Background: an optimization exercise with open tools, aiming at small area and a short achievable clock period. Do not read the settings as production practice. Only the layout flow was run in this run; the RTL was not checked for function there. No activity file was given, so power comes from the tool's default toggle rates.

### flow/design.v
package merge_stream_pkg;
  localparam logic [3:0] WT_EHDR = 4'd1;
  localparam logic [3:0] WT_CHDR = 4'd2;
  localparam logic [3:0] WT_CLUS = 4'd3;
  localparam logic [3:0] WT_TRLR = 4'd4;
  localparam logic [5:0] CRC6_POLY = 6'h03;
  localparam logic [3:0] HDR_BITS = 4'd12;
  localparam logic [3:0] CRC_BITS = 4'd6;
  localparam logic [3:0] PRE_BITS = 4'd5;
  localparam logic [3:0] MAX_CHIPS = 4'd6;
  localparam int NCLUS_HI = 10;
  localparam int NCLUS_LO = 6;
  typedef enum logic [2:0] {
    ST_HUNT = 3'd0,
    ST_PRE  = 3'd1,
    ST_EHDR = 3'd2,
    ST_CHDR = 3'd3,
    ST_CLUS = 3'd4,
    ST_CRCB = 3'd5,
    ST_TRLR = 3'd6
  } rx_state_e;
endpackage
module merge_word_fifo #(
  parameter int DEPTH = 256,
  parameter int W     = 16,
  parameter int CW    = $clog2(DEPTH) + 1
) (
  input  logic          clk_i,
  input  logic          rst_ni,
  input  logic          push_i,
  input  logic [W-1:0]  din_i,
  input  logic          pop_i,
  output logic [W-1:0]  dout_o,
  output logic [CW-1:0] count_o,
  output logic          drop_o
);
  localparam int AW = CW - 1;
  logic [W-1:0]  mem_q [DEPTH];
  logic [AW-1:0] wr_ptr_q, rd_ptr_q;
  logic [CW-1:0] count_q;
  logic          full, empty, do_push, do_pop;
  assign full    = (count_q == CW'(DEPTH));
  assign empty   = (count_q == '0);
  assign do_push = push_i && !full;
  assign do_pop  = pop_i && !empty;
  assign drop_o  = push_i && full;
  assign dout_o  = mem_q[rd_ptr_q];
  assign count_o = count_q;
  always_ff @(posedge clk_i) begin
    if (!rst_ni) begin
      wr_ptr_q <= '0;
      rd_ptr_q <= '0;
      count_q  <= '0;
    end else begin
      if (do_push) wr_ptr_q <= wr_ptr_q + 1'b1;
      if (do_pop)  rd_ptr_q <= rd_ptr_q + 1'b1;
      case ({do_push, do_pop})
        2'b10:   count_q <= count_q + 1'b1;
        2'b01:   count_q <= count_q - 1'b1;
        default: count_q <= count_q;
      endcase
    end
  end
  always_ff @(posedge clk_i) begin
    if (do_push) mem_q[wr_ptr_q] <= din_i;
  end
endmodule
import merge_stream_pkg::*;
module merge_stream_rx #(
  parameter int FIFO_DEPTH  = 256,
  parameter int FREE_THRESH = 200,
  parameter int MAX_PENDING = 4
) (
  input  logic        Clock,
  input  logic        Reset,
  input  logic        SerIn,
  input  logic [3:0]  Address,
  output logic        SendEvt,
  output logic [15:0] WordOut,
  output logic        WordValid,
  input  logic        WordReady,
  output logic        CrcErr,
  output logic        FmtErr,
  output logic        Overflow,
  output logic [7:0]  EvtCount,
  output logic [2:0]  DbgState,
  output logic [3:0]  DbgPending
);
  localparam int CW = $clog2(FIFO_DEPTH) + 1;
  function automatic logic [5:0] crc6_step(input logic [5:0] crc, input logic din);
    crc6_step = {crc[4:0], 1'b0} ^ ((crc[5] ^ din) ? CRC6_POLY : 6'h00);
  endfunction
  logic [2:0]  state_q, state_d;
  logic [3:0]  bit_cnt_q, bit_cnt_d;
  logic [11:0] shift_q, shift_d;
  logic [3:0]  chips_q, chips_d;
  logic [4:0]  clus_q, clus_d;
  logic [5:0]  crc_q, crc_d;
  logic        addr_err_q, addr_err_d;
  logic        ovf_evt_q, ovf_evt_d;
  logic        push_q, push_d;
  logic [15:0] push_word_q, push_word_d;
  logic [3:0]  pending_q, pending_d;
  logic        send_q, ovf_q;
  logic [7:0]  evt_cnt_q;
  logic [11:0]   field;
  logic [4:0]    nclus;
  logic [15:0]   abort_word;
  logic [15:0]   fifo_dout;
  logic [CW-1:0] fifo_count, free_words;
  logic          fifo_drop, trailer_push, issue;
  assign field      = {shift_q[10:0], SerIn};
  assign nclus      = field[NCLUS_HI:NCLUS_LO];
  assign abort_word = {WT_TRLR, 1'b0, addr_err_q, ovf_evt_q, 1'b1, 8'h00};
  always_comb begin
    state_d     = state_q;
    bit_cnt_d   = bit_cnt_q + 4'd1;
    shift_d     = field;
    chips_d     = chips_q;
    clus_d      = clus_q;
    crc_d       = crc6_step(crc_q, SerIn);
    addr_err_d  = addr_err_q;
    push_d      = 1'b0;
    push_word_d = push_word_q;
    unique case (state_q)
      ST_HUNT: begin
        bit_cnt_d = 4'd0;
        crc_d     = SerIn ? crc6_step(6'h00, 1'b1) : 6'h00;
        if (SerIn) begin
          state_d    = ST_PRE;
          addr_err_d = 1'b0;
        end
      end
      ST_PRE: begin
        if (bit_cnt_q == 4'd0 && SerIn) begin
          state_d     = ST_HUNT;
          push_d      = 1'b1;
          push_word_d = abort_word;
        end else if (bit_cnt_q == PRE_BITS - 4'd1) begin
          state_d    = ST_EHDR;
          bit_cnt_d  = 4'd0;
          addr_err_d = (field[3:0] != Address);
        end
      end
      ST_EHDR: begin
        if (bit_cnt_q == HDR_BITS - 4'd1) begin
          bit_cnt_d = 4'd0;
          push_d    = 1'b1;
          if (field[3:0] > MAX_CHIPS) begin
            state_d     = ST_HUNT;
            push_word_d = abort_word;
          end else begin
            push_word_d = {WT_EHDR, field};
            chips_d     = field[3:0];
            state_d     = (field[3:0] == 4'd0) ? ST_CRCB : ST_CHDR;
          end
        end
      end
      ST_CHDR: begin
        if (bit_cnt_q == HDR_BITS - 4'd1) begin
          bit_cnt_d   = 4'd0;
          push_d      = 1'b1;
          push_word_d = {WT_CHDR, field};
          if (nclus != 5'd0) begin
            clus_d  = nclus;
            state_d = ST_CLUS;
          end else if (chips_q == 4'd1) begin
            state_d = ST_CRCB;
          end else begin
            chips_d = chips_q - 4'd1;
          end
        end
      end
      ST_CLUS: begin
        if (bit_cnt_q == HDR_BITS - 4'd1) begin
          bit_cnt_d   = 4'd0;
          push_d      = 1'b1;
          push_word_d = {WT_CLUS, field};
          if (clus_q != 5'd1) begin
            clus_d = clus_q - 5'd1;
          end else if (chips_q == 4'd1) begin
            state_d = ST_CRCB;
          end else begin
            chips_d = chips_q - 4'd1;
            state_d = ST_CHDR;
          end
        end
      end
      ST_CRCB: begin
        crc_d = crc_q;
        if (bit_cnt_q == CRC_BITS - 4'd1) begin
          bit_cnt_d   = 4'd0;
          state_d     = ST_TRLR;
          push_d      = 1'b1;
          push_word_d = {WT_TRLR, (field[5:0] != crc_q), addr_err_q, ovf_evt_q,
                         1'b0, 2'b00, field[5:0]};
        end
      end
      default: begin
        state_d   = ST_HUNT;
        bit_cnt_d = 4'd0;
        crc_d     = 6'h00;
      end
    endcase
  end
  assign ovf_evt_d = (state_q == ST_HUNT && SerIn) ? 1'b0 : (ovf_evt_q | fifo_drop);
  assign trailer_push = push_q && (push_word_q[15:12] == WT_TRLR);
  assign free_words   = CW'(FIFO_DEPTH) - fifo_count;
  assign issue = (pending_q < 4'(MAX_PENDING)) && (free_words >= CW'(FREE_THRESH)) && !send_q;
  always_comb begin
    pending_d = pending_q;
    if (issue && !trailer_push)                        pending_d = pending_q + 4'd1;
    else if (!issue && trailer_push && pending_q != 0) pending_d = pending_q - 4'd1;
  end
  always_ff @(posedge Clock) begin
    if (!Reset) begin
      state_q     <= ST_HUNT;
      bit_cnt_q   <= '0;
      shift_q     <= '0;
      chips_q     <= '0;
      clus_q      <= '0;
      crc_q       <= '0;
      addr_err_q  <= 1'b0;
      ovf_evt_q   <= 1'b0;
      push_q      <= 1'b0;
      push_word_q <= '0;
      pending_q   <= '0;
      send_q      <= 1'b0;
      ovf_q       <= 1'b0;
      evt_cnt_q   <= '0;
    end else begin
      state_q     <= state_d;
      bit_cnt_q   <= bit_cnt_d;
      shift_q     <= shift_d;
      chips_q     <= chips_d;
      clus_q      <= clus_d;
      crc_q       <= crc_d;
      addr_err_q  <= addr_err_d;
      ovf_evt_q   <= ovf_evt_d;
      push_q      <= push_d;
      push_word_q <= push_word_d;
      pending_q   <= pending_d;
      send_q      <= issue;
      ovf_q       <= ovf_q | fifo_drop;
      if (trailer_push) evt_cnt_q <= evt_cnt_q + 8'd1;
    end
  end
  merge_word_fifo #(
    .DEPTH (FIFO_DEPTH),
    .W     (16),
    .CW    (CW)
  ) u_fifo (
    .clk_i   (Clock),
    .rst_ni  (Reset),
    .push_i  (push_q),
    .din_i   (push_word_q),
    .pop_i   (WordReady),
    .dout_o  (fifo_dout),
    .count_o (fifo_count),
    .drop_o  (fifo_drop)
  );
  assign WordValid  = (fifo_count != '0);
  assign WordOut    = WordValid ? fifo_dout : 16'h0000;
  assign SendEvt    = send_q;
  assign CrcErr     = trailer_push && push_word_q[11];
  assign FmtErr     = trailer_push && push_word_q[8];
  assign Overflow   = ovf_q;
  assign EvtCount   = evt_cnt_q;
  assign DbgState   = state_q;
  assign DbgPending = pending_q;
endmodule
### flow/constraint.sdc
create_clock -name core_clock -period 6.5 [get_ports {Clock}]
set_input_delay 1.3000 -clock core_clock [delete_from_list [all_inputs] [get_ports {Clock}]]
set_output_delay 1.3000 -clock core_clock [all_outputs]
set_load 0.01 [all_outputs]
### flow/run.sh
#!/bin/bash
# synth_recipe.tcl (not shown) runs the flow's synth.tcl, then flattens the netlist and writes it again
# the make line also repeats each setting of config.mk as NAME=value (left out here)
make -C /OpenROAD-flow-scripts/flow DESIGN_CONFIG=/design/flow/config.mk WORK_HOME=/design/flow/orfs CLKGATE_MAP_FILE= SYNTH_SCRIPT=/design/flow/synth_recipe.tcl finish
### flow/config.mk
export PLATFORM = sky130hd
export DESIGN_NAME = merge_stream_rx
export DESIGN_NICKNAME = merge_stream_rx
export VERILOG_FILES = /design/flow/design.v
export SDC_FILE = /design/flow/constraint.sdc
export NUM_CORES = 4
export LEC_CHECK = 0
export CAP_MARGIN = 20
export CORE_MARGIN = 2
export CORE_UTILIZATION = 40
export SLEW_MARGIN = 20
==> run_results.csv <==
group,metric,value,unit
status,run_status,"timing/DRC/antenna clean",
cts,cts.clk_slew.worst_paths,60,ps
floorplan,die_y,617,microns
floorplan,dieArea,381000,sq um
floorplan,row_count,225,
final_layout,area_growth,15.2,%
yosys,synth-xor-area-share,0.233,%
critical_path,r2r_start,"u_fifo.count_q[1]",
final_layout,nets,7578,
hold_path,hold_path.class,"reg2reg",
sta,worst_pin_slew,1230,ps
sta,drv_slew,0,
cts,clk_latency,980,ps
cts,cts.sink_count,3938,
place,hpwl,248000,microns
yosys,yosys.area.top_type,"edfxtp_1",
global_route,grt_pass1_wl,575000,microns
cts,root_buffer,"clkbuf_16",
sta,worst_slack,30.8,ps
drt,drtIter0Drc,10100,
power_and_ir_drop,powerDensity,370,nW/um^2
run,drv_cap,0,
critical_path,start_kind,"flop",
floorplan,boundaryPins,44,
critical_path,r2r_slack,1710,ps
place,placed_cells,12100,
power_and_ir_drop,switching_share,26.2,%
critical_path,arrival,5170,ps
yosys,synth_area,150000,sq um
drt,wirelength,408000,microns
yosys,synth_edf_count,3840,
place,port_buffers,42,
power_and_ir_drop,combPwrFrac,16.7,%
power_and_ir_drop,p_sw,16800,uW
power_and_ir_drop,seqPwrFrac,46.9,%
yosys,synth.top_cell.area_share,76.6,%
sta,min_period_over_period,99.5,%
global_route,grt_max_degree,181,
global_route,overflow,0,
critical_path,cp.required,5200,ps
cts,cts.path.max_buffers,4,
final_layout,drive_above_1_share,26.7,%
drt,drt_pass1_iterations,5,
power_and_ir_drop,p_leak,0.0513,uW
yosys,syn_nets,7038,
sta,fmax,155,MHz
hold_path,hold_path_end,"push_word_q[9]",
sta,finClkSkew,71.2,ps
hold_path,hold_path_depth,2,
critical_path,path_max_fanout,26,
floorplan,core-area,375000,sq um
critical_path,crit_type,"reg2out",
critical_path,worstReg2RegEnd,"u_fifo.count_q[7]",
sta,setup_tns,0,ps
hold_path,hold_start,"ovf_evt_q",
yosys,ys_warn_count,2,
drt,drcViolationCount,0,
sta,rsz0062_at_grt,"no",
power_and_ir_drop,p_clk_share,36.4,%
floorplan,initial_core_util,40.1,%
cts,cts_hold_buffers,0,
yosys,synth_top_family_by_area,"multiplexers",
drt,drt-vias-per-instance,5.86,
yosys,synth_fa_ha_area_share,0.234,%
sta,maxSlewHeadroom,17.8,%
place,finalWeightedCongestion,0.893,
power_and_ir_drop,intPower,47300,uW
yosys,synth_seq_cells,3938,
yosys,synthArstFlopShare,0,%
critical_path,endpoint_kind,"output pin",
yosys,avgSynthCellArea,21.5,sq um
power_and_ir_drop,peakVddDrop,0.352,mV
place,preCtsSetupSlack,221,ps
yosys,yosys-top-cells-area,"edfxtp_1, mux4_2, mux2i_1",
critical_path,r2r.worst_path.cells,15,
cts,htreeDepth,5,
yosys,muxShareOfSynthArea,15.2,%
sta,hold_viol,0,
drt,wl_per_cell,31.7,microns
final_layout,n_fill_cell,30900,
yosys,synth-compound-area-share,2.46,%
global_route,grt.total_usage,21.1,%
global_route,grt_pass1_vias,74800,
yosys,synthDistinctLibCells,72,
final_layout,stdcell_count,12900,
yosys,seq_area_frac_synth,77.9,%
drt,vias,75400,
cts,cts_buffers,399,
drt,antenna_left,0,
sta,fin_crit,6470,ps
cts,cts_tree,"built",
yosys,netlist_instances,7003,
floorplan,die_w,617,microns
yosys,synthSimpleGateAreaFrac,2.60,%
yosys,synth_top_flop_cell,"edfxtp_1",
sta,setup_viol,0,
global_route,antenna_found_initial,18,
==> per-stage QoR <==
step	area (sq um)	hold WS (ps)	util (%)	total power (uW)
3_5_place_dp	160000	478	42.6	41400
4_1_cts	173000	486	46.2	64600
6_report	173000	477	46.2	64200
2_1_floorplan	150000	445	-	37200
3_3_place_gp	160000	458	42.6	41200
5_1_grt	173000	517	46.2	66000
==> registers in the layout, summed over array words and instances, names as in the netlist, 3 cells and up, named ones only <==
register         cells
bit_cnt_q            4
chips_q              4
clus_q               5
crc_q                6
evt_cnt_q            8
pending_q            4
push_word_q         15
shift_q             11
state_q              3
u_fifo.count_q       9
u_fifo.mem_q      3840
u_fifo.rd_ptr_q      8
u_fifo.wr_ptr_q      8
==> cells in the mapped netlist, types with 4 or more instances <==
library cell and instances:
clkbuf_1 193, a22o_1 6, o211ai_1 14, nor4_1 49, and3_1 8, nand2b_1 25
o21bai_1 4, buf_4 56, mux2i_1 229, a21o_1 4, nand2_1 88, o22a_1 4
mux4_2 915, dfxtp_1 98, buf_1 39, a21oi_1 66, nand3b_1 9, nand4_1 34
inv_1 18, a22oi_1 31, buf_2 111, ha_1 25, or2_2 6, edfxtp_1 3840
nand3_1 84, nor2_1 433, a311oi_1 4, o22ai_1 269, a211oi_1 32, xor2_1 21
xnor2_1 19, nor3_1 64, and2_1 16, nor3b_1 6, or3_1 5, o221ai_1 31
o21ai_0 81, nor2b_1 13, o41ai_1 4
==> final cells by class <==
type                    count  area [sq um]  area share, %
diodes                      5          12.5        0.00722
clock buffers             477         10500           6.07
clock inverters           256          2770           1.60
inverters                  20          75.1         0.0433
flip-flops and latches   3938        117000           67.7
repair buffers            542          4850           2.80
multi-input cells        2642         31500           18.2
well taps                4994          6250           3.61
==> cells in the final DEF (no fill, tap or decap), types with 8 or more instances in the layout <==
cell,Yosys,routed
xnor2_1,19,19
nor2_2,0,15
mux4_2,915,915
nand2b_1,25,25
nor3_1,64,63
nor4_2,0,8
ha_1,25,24
clkinv_1,1,86
o221ai_1,31,31
nor2b_1,13,11
inv_1,18,17
dfxtp_1,98,79
nand4_1,34,34
o21ai_0,81,81
nor2_1,433,417
o22ai_1,269,269
nand3b_1,9,9
clkinvlp_4,0,15
o211ai_1,14,14
buf_4,56,456
edfxtp_1,3840,3840
and2_1,16,16
a22oi_1,31,31
buf_12,0,53
xor2_1,21,21
bufinv_16,0,53
a21oi_1,66,65
nand2_1,88,83
clkdlybuf4s50_1,0,27
dfxtp_4,0,18
nor4_1,49,41
a211oi_1,32,32
mux2i_1,229,228
clkinv_2,0,78
nand3_1,84,78
clkbuf_16,0,408
clkbuf_1,193,63
==> per-layer routing <==
metal | track usage, % | part of all wire, % | vias up
met3 | 3.64 | 8.7 | 647
met2 | 33.2 | 47 | 3725
met1 | 29.7 | 40 | 40500
li1 | - | - | 30500
met5 | 0 | 0.012 | -
met4 | 7.57 | 3.9 | 8
==> critical path: stages (launching register included) <==
cell and delay [ps]:
dfxtp_4 800, buf_12 270, buf_12 250, buf_4 340, mux4_2 320, o22ai_1 90
nor4_1 960, nand3_1 480, nand4_1 350, buf_4 240
==> how the worst max path moves through the flow <==
stage	startpoint	endpoint	slack [ps]	depth (start not counted)
final	flop	WordOut[6]	30	9
after CTS	flop	WordOut[2]	20	10
after detailed placement	u_fifo.count_q[0]	WordOut[2]	220	13
after global routing	flop	WordOut[3]	30	9
after floorplan	push_word_q[14]	CrcErr	860	4
after global placement	u_fifo.count_q[0]	WordOut[2]	160	13
==> cells by family after synthesis <==
| logic type | Yosys count |
|---|---|
| flops | 3938 |
| mux | 1146 |
| simple gates | 854 |
| compound gates | 574 |
| buf+inv | 423 |
| xor+xnor | 40 |
| fa+ha+maj | 27 |
| other cells | 1 |
==> what timing repair did <==
item                                    in CTS  in global routing
hold endpoints to repair                     0                  0
setup buffers                                0                  3
cloned                                       0                  0
gates resized for setup                     14                  2
endpoints found under the setup margin      10                  2
==> power by group through the flow <==
stage               sequential, uW  combinational (uW)  clock [uW]
floorplan                    31400                5780           0
global placement             30700               10500           0
detailed placement           30700               10700           0
CTS                          30200               10800       23700
global route                 30100               11300       24600
finish                       30100               10700       23300

## what the ideal ports hide
How much do the figures lean on ideal ports? The routed layout below was timed once more, with nothing changed but the port constraints. Step 1: set_driving_cell puts a clkbuf_16 on Clock and a buf_2 on each other input, an assumption about the parent block. Step 2 moves the port delays by t, midway between the first and last clock arrival at a register: inputs arrive t later, outputs are due t later. That takes back most of the time a late clock gives input paths. Slacks: ideal / step 1 / step 2; pairs: ideal / step 1.
t, ns: 1.048
slack for setup (ns): 0.031 / -0.074 / 0.974
worst setup path after step 2: register to output
worst register clock-pin slew, ns: 0.07 / 0.07
worst data-port slew with drivers (ns): 0.04
After both steps this run still meets setup and hold. The setup slack of this run moves by -0.105 ns with the drivers and by +0.943 ns with both steps.
